What follows belongs to an exercise in optimizing a design on an open flow for small area and a short achievable clock period; a production flow would make more cautious choices. Where RTL was checked, it was by simulation tests only, not by an equivalence proof against the original.

the reference run:
// battleVideoTop
module battleVideoTop (
    input  logic                  clk,
    input  logic                  rstN,
    input  battlePkg::tileWrite_t tileWr,
    input  logic                  tileWrValid,
    output logic                  tileWrReady,
    input  battlePkg::ghostCfg_t  ghostCfg,
    output battlePkg::rgb_t       rgb,
    output logic                  hsync,
    output logic                  vsync
);
==> module battleVideoTop, before the edit <==
module battleVideoTop (
    input  logic                  clk,
    input  logic                  rstN,
    input  battlePkg::tileWrite_t tileWr,
    input  logic                  tileWrValid,
    output logic                  tileWrReady,
    input  battlePkg::ghostCfg_t  ghostCfg,
    output battlePkg::rgb_t       rgb,
    output logic                  hsync,
    output logic                  vsync
);
    logic [9:0] hCnt, vCnt;               
    logic [9:0] hNext, vNext;             
    always_comb begin
        if (!rstN) begin
            hNext = 10'd0;
            vNext = 10'd0;
        end else if (hCnt == 10'((640 + 16 + 96 + 48) - 1)) begin
            hNext = 10'd0;
            vNext = (vCnt == 10'((480 + 10 + 2 + 33) - 1)) ? 10'd0 : vCnt + 10'd1;
        end else begin
            hNext = hCnt + 10'd1;
            vNext = vCnt;
        end
    end
    logic hAct, vAct;                     
    logic lineEnd, hActNext, vActNext;
    assign hAct     = hCnt < 10'(640);
    assign vAct     = vCnt < 10'(480);
    assign lineEnd  = hCnt == 10'((640 + 16 + 96 + 48) - 1);
    assign hActNext = lineEnd || (hAct && (hCnt != 10'(640 - 1)));
    assign vActNext = lineEnd ? ((vCnt == 10'((480 + 10 + 2 + 33) - 1)) ||
                                 (vAct && (vCnt != 10'(480 - 1))))
                              : vAct;
    logic        readyQ;                  
    logic        activeQ;                 
    logic [31:0] grpSel;                  
    always_ff @(posedge clk) begin
        hCnt    <= hNext;
        vCnt    <= vNext;
        readyQ  <= rstN && !(hActNext && vActNext);
        activeQ <= !rstN || (hActNext && vActNext);
        grpSel  <= 32'd1 << {hNext[8], vNext[7:4]};
    end
    assign tileWrReady = readyQ;
    logic active, onBoard0, inUs, atOrigin, hsync0, vsync0;
    assign active   = hAct && vAct;
    assign onBoard0 = (hCnt < 10'(256 + (16 << 4))) && (vCnt < 10'((16 << 4)));
    assign inUs     = (hCnt < 10'((16 << 4))) && (vCnt < 10'((16 << 4)));
    assign atOrigin = (hCnt == 10'd0) && (vCnt == 10'd0);
    assign hsync0   = !((hCnt >= 10'(640 + 16)) &&
                        (hCnt <  10'(640 + 16 + 96)));
    assign vsync0   = !((vCnt >= 10'(480 + 10)) &&
                        (vCnt <  10'(480 + 10 + 2)));
    logic [511:0][1:0] store;
    logic        pendValid;
    logic [8:0]  pendAddr;
    logic [1:0]  pendCode;
    logic [31:0] wrRow;                   
    logic [15:0] wrCol;                   
    always_ff @(posedge clk) begin
        pendValid <= tileWrValid && !activeQ;
        pendAddr  <= {tileWr.board, tileWr.row, tileWr.col};
        pendCode  <= tileWr.code;
    end
    assign wrRow = pendValid ? (32'd1 << pendAddr[8:4]) : 32'd0;
    assign wrCol = 16'd1 << pendAddr[3:0];
    for (genvar w = 0; w < 512; w++) begin : gWord
        always_ff @(posedge clk) begin
            if (wrRow[w / 16] && wrCol[w % 16]) begin
                store[w] <= pendCode;
            end
        end
    end
    logic       byHit;
    logic [1:0] byCode;
    assign byHit = pendValid && (pendAddr == {hCnt[8], vCnt[7:4], hCnt[7:4]});
    always_ff @(posedge clk) begin
        byCode <= byHit ? pendCode : 2'd0;
    end
    logic [15:0][1:0] pick;
    logic [15:0][1:0] lineA;
    logic [15:0] colSel;                  
    always_comb begin
        pick = '0;
        for (int g = 0; g < 32; g++) begin
            for (int c = 0; c < 16; c++) begin
                pick[c] = pick[c] | ({2{grpSel[g]}} & store[g * 16 + c]);
            end
        end
    end
    always_ff @(posedge clk) begin
        lineA <= pick;
        colSel <= byHit ? 16'd0 : (16'd1 << hCnt[7:4]);
    end
    logic       gEn;                      
    logic       gVert;                    
    logic [3:0] gCross;                   
    logic [3:0] gStart;                   
    logic [4:0] gEnd;                     
    logic       hitOrigin;
    logic [3:0] along, across;
    logic       ghostHit;
    always_ff @(posedge clk) begin
        if (!rstN) begin
            gEn    <= 1'b0;              
            gVert  <= 1'b0;
            gCross <= 4'd0;
            gStart <= 4'd0;
            gEnd   <= 5'd0;
        end else if (atOrigin) begin
            gEn    <= ghostCfg.enable;
            gVert  <= ghostCfg.vertical;
            gCross <= ghostCfg.vertical ? ghostCfg.col : ghostCfg.row;
            gStart <= ghostCfg.vertical ? ghostCfg.row : ghostCfg.col;
            gEnd   <= (ghostCfg.vertical ? {1'b0, ghostCfg.row} : {1'b0, ghostCfg.col})
                      + {2'b00, ghostCfg.len};
        end
    end
    assign hitOrigin = ghostCfg.enable && (ghostCfg.row == 4'd0) &&
                       (ghostCfg.col == 4'd0) && (ghostCfg.len != 3'd0);
    assign along  = gVert ? vCnt[7:4] : hCnt[7:4];
    assign across = gVert ? hCnt[7:4] : vCnt[7:4];
    always_ff @(posedge clk) begin
        if (!rstN) begin
            ghostHit <= 1'b0;
        end else if (atOrigin) begin
            ghostHit <= hitOrigin;
        end else begin
            ghostHit <= gEn && inUs && (across == gCross) &&
                        (along >= gStart) && ({1'b0, along} < gEnd);
        end
    end
    logic onBoard, actD, hsD, vsD;
    always_ff @(posedge clk) begin
        if (!rstN) begin
            onBoard <= 1'b0;
        end else begin
            onBoard <= onBoard0;
        end
    end
    always_ff @(posedge clk) begin
        actD <= active;
        hsD  <= hsync0;
        vsD  <= vsync0;
    end
    logic [1:0]      tileCode;           
    battlePkg::rgb_t tileColor;
    battlePkg::rgb_t pixColor;
    always_comb begin
        tileCode = byCode;
        for (int c = 0; c < 16; c++) begin
            tileCode = tileCode | ({2{colSel[c]}} & lineA[c]);
        end
    end
    always_comb begin
        case (tileCode)
            2'd1: tileColor = 12'h888;
            2'd2:  tileColor = 12'hF00;
            2'd3: tileColor = 12'hFFF;
            default:   tileColor = 12'h028;
        endcase
    end
    always_comb begin
        if (!actD) begin
            pixColor = 12'h000;
        end else if (ghostHit) begin
            pixColor = 12'h0F0;
        end else if (onBoard) begin
            pixColor = tileColor;
        end else begin
            pixColor = 12'h222;
        end
    end
    always_ff @(posedge clk) begin
        if (!rstN) begin
            rgb   <= 12'h000;
            hsync <= 1'b1;
            vsync <= 1'b1;
        end else begin
            rgb   <= pixColor;
            hsync <= hsD;
            vsync <= vsD;
        end
    end
endmodule
clock: 5.0 ns
lec_check: 0
cap_margin: 20
core_margin: 2
core_utilization: 65
cts_cluster_diameter: 70
cts_cluster_size: 22
place_density: 0.7
setup_slack_margin: 3.0
slew_margin: 20
standard.sh (not shown) runs the stock make flow with config.mk's settings and CLKGATE_MAP_FILE= SYNTH_SCRIPT=/design/flow/synth_recipe.tcl, a recipe that flattens the netlist after the stock synthesis.
==> flow/flow/run.sh <==
#!/bin/bash
# Layout flow: the standard flow, with the clock tree built without
# dummy balancing loads. Each tool's output goes to a log file here.
set -e
export CTS_ARGS="-sink_clustering_enable -repair_clock_nets -sink_clustering_size 22 -sink_clustering_max_diameter 70 -dont_use_dummy_load"
bash standard.sh > standard.log 2>&1
The reference run reached the final stage; the timing, DRC and antenna checks on its layout passed.
Relative to the reference run, the following input files were edited for the trial run:
diff --git a/flow/design.v b/flow/design.v
--- a/flow/design.v
+++ b/flow/design.v
@@ -59,6 +59,10 @@
     assign vActNext = lineEnd ? ((vCnt == 10'((480 + 10 + 2 + 33) - 1)) ||
                                  (vAct && (vCnt != 10'(480 - 1))))
                               : vAct;
+    logic       boardNext;
+    logic [3:0] rowNext;
+    assign boardNext = !hCnt[9] && (hCnt[8] || (hCnt[7:0] == 8'hFF));
+    assign rowNext   = vCnt[7:4] + 4'(lineEnd && (vCnt[3:0] == 4'hF));
     logic        readyQ;                  
     logic        activeQ;                 
     logic [31:0] grpSel;                  
@@ -67,7 +71,7 @@
         vCnt    <= vNext;
         readyQ  <= rstN && !(hActNext && vActNext);
         activeQ <= !rstN || (hActNext && vActNext);
-        grpSel  <= 32'd1 << {hNext[8], vNext[7:4]};
+        grpSel  <= 32'd1 << {boardNext, rowNext};
     end
     assign tileWrReady = readyQ;
     logic active, onBoard0, inUs, atOrigin, hsync0, vsync0;
Findings:
The trial run against the reference run: post-route cell area shows an increase of 0.43%; global-route usage went up; number of fillers in the final layout saw an increase; largest net degree at the start of global routing has increased.
Higher routed length on met2 among the trial run and the reference run: the trial run
Against the reference run, the trial run reports a initial antenna violation count that is higher.
Compared with the reference run, the trial run shows a utilization that is 0.31 points higher.
Function not checked in the trial run: the RTL went through the layout flow alone.

## what the ideal ports hide
The flow's constraints put no driver on any port. The routed layouts listed below were extracted and timed again, unchanged, in two steps. Step 1 (the two cells are an assumption about what drives the block):
set clk [get_ports {clk}]
set_driving_cell -lib_cell sky130_fd_sc_hd__clkbuf_16 $clk
set_driving_cell -lib_cell sky130_fd_sc_hd__buf_2 [delete_from_list [all_inputs] $clk]
Step 2 times the ports against the registers' clock, not the clock port: input delays grow and output delays shrink by t, the midpoint of the rising clock arrivals with the driver on. a / b / c = ideal ports / drivers / drivers and shift; a / b = the first two.
run	t (ns)	slack for setup (ns)	clock arrival spread, ns	slew at the worst register clock pin (ns)	pins driven straight from the clock port
the reference run	0.711	2.916 / 2.852 / 2.395	0.068 / 0.068	0.09 / 0.09	1
the trial run	0.724	2.898 / 2.833 / 2.352	0.057 / 0.057	0.10 / 0.10	1
After both steps every run listed still meets setup and hold. For the trial run, which loses most, drivers alone change the setup slack by -0.065 ns; drivers and shift together by -0.546 ns.
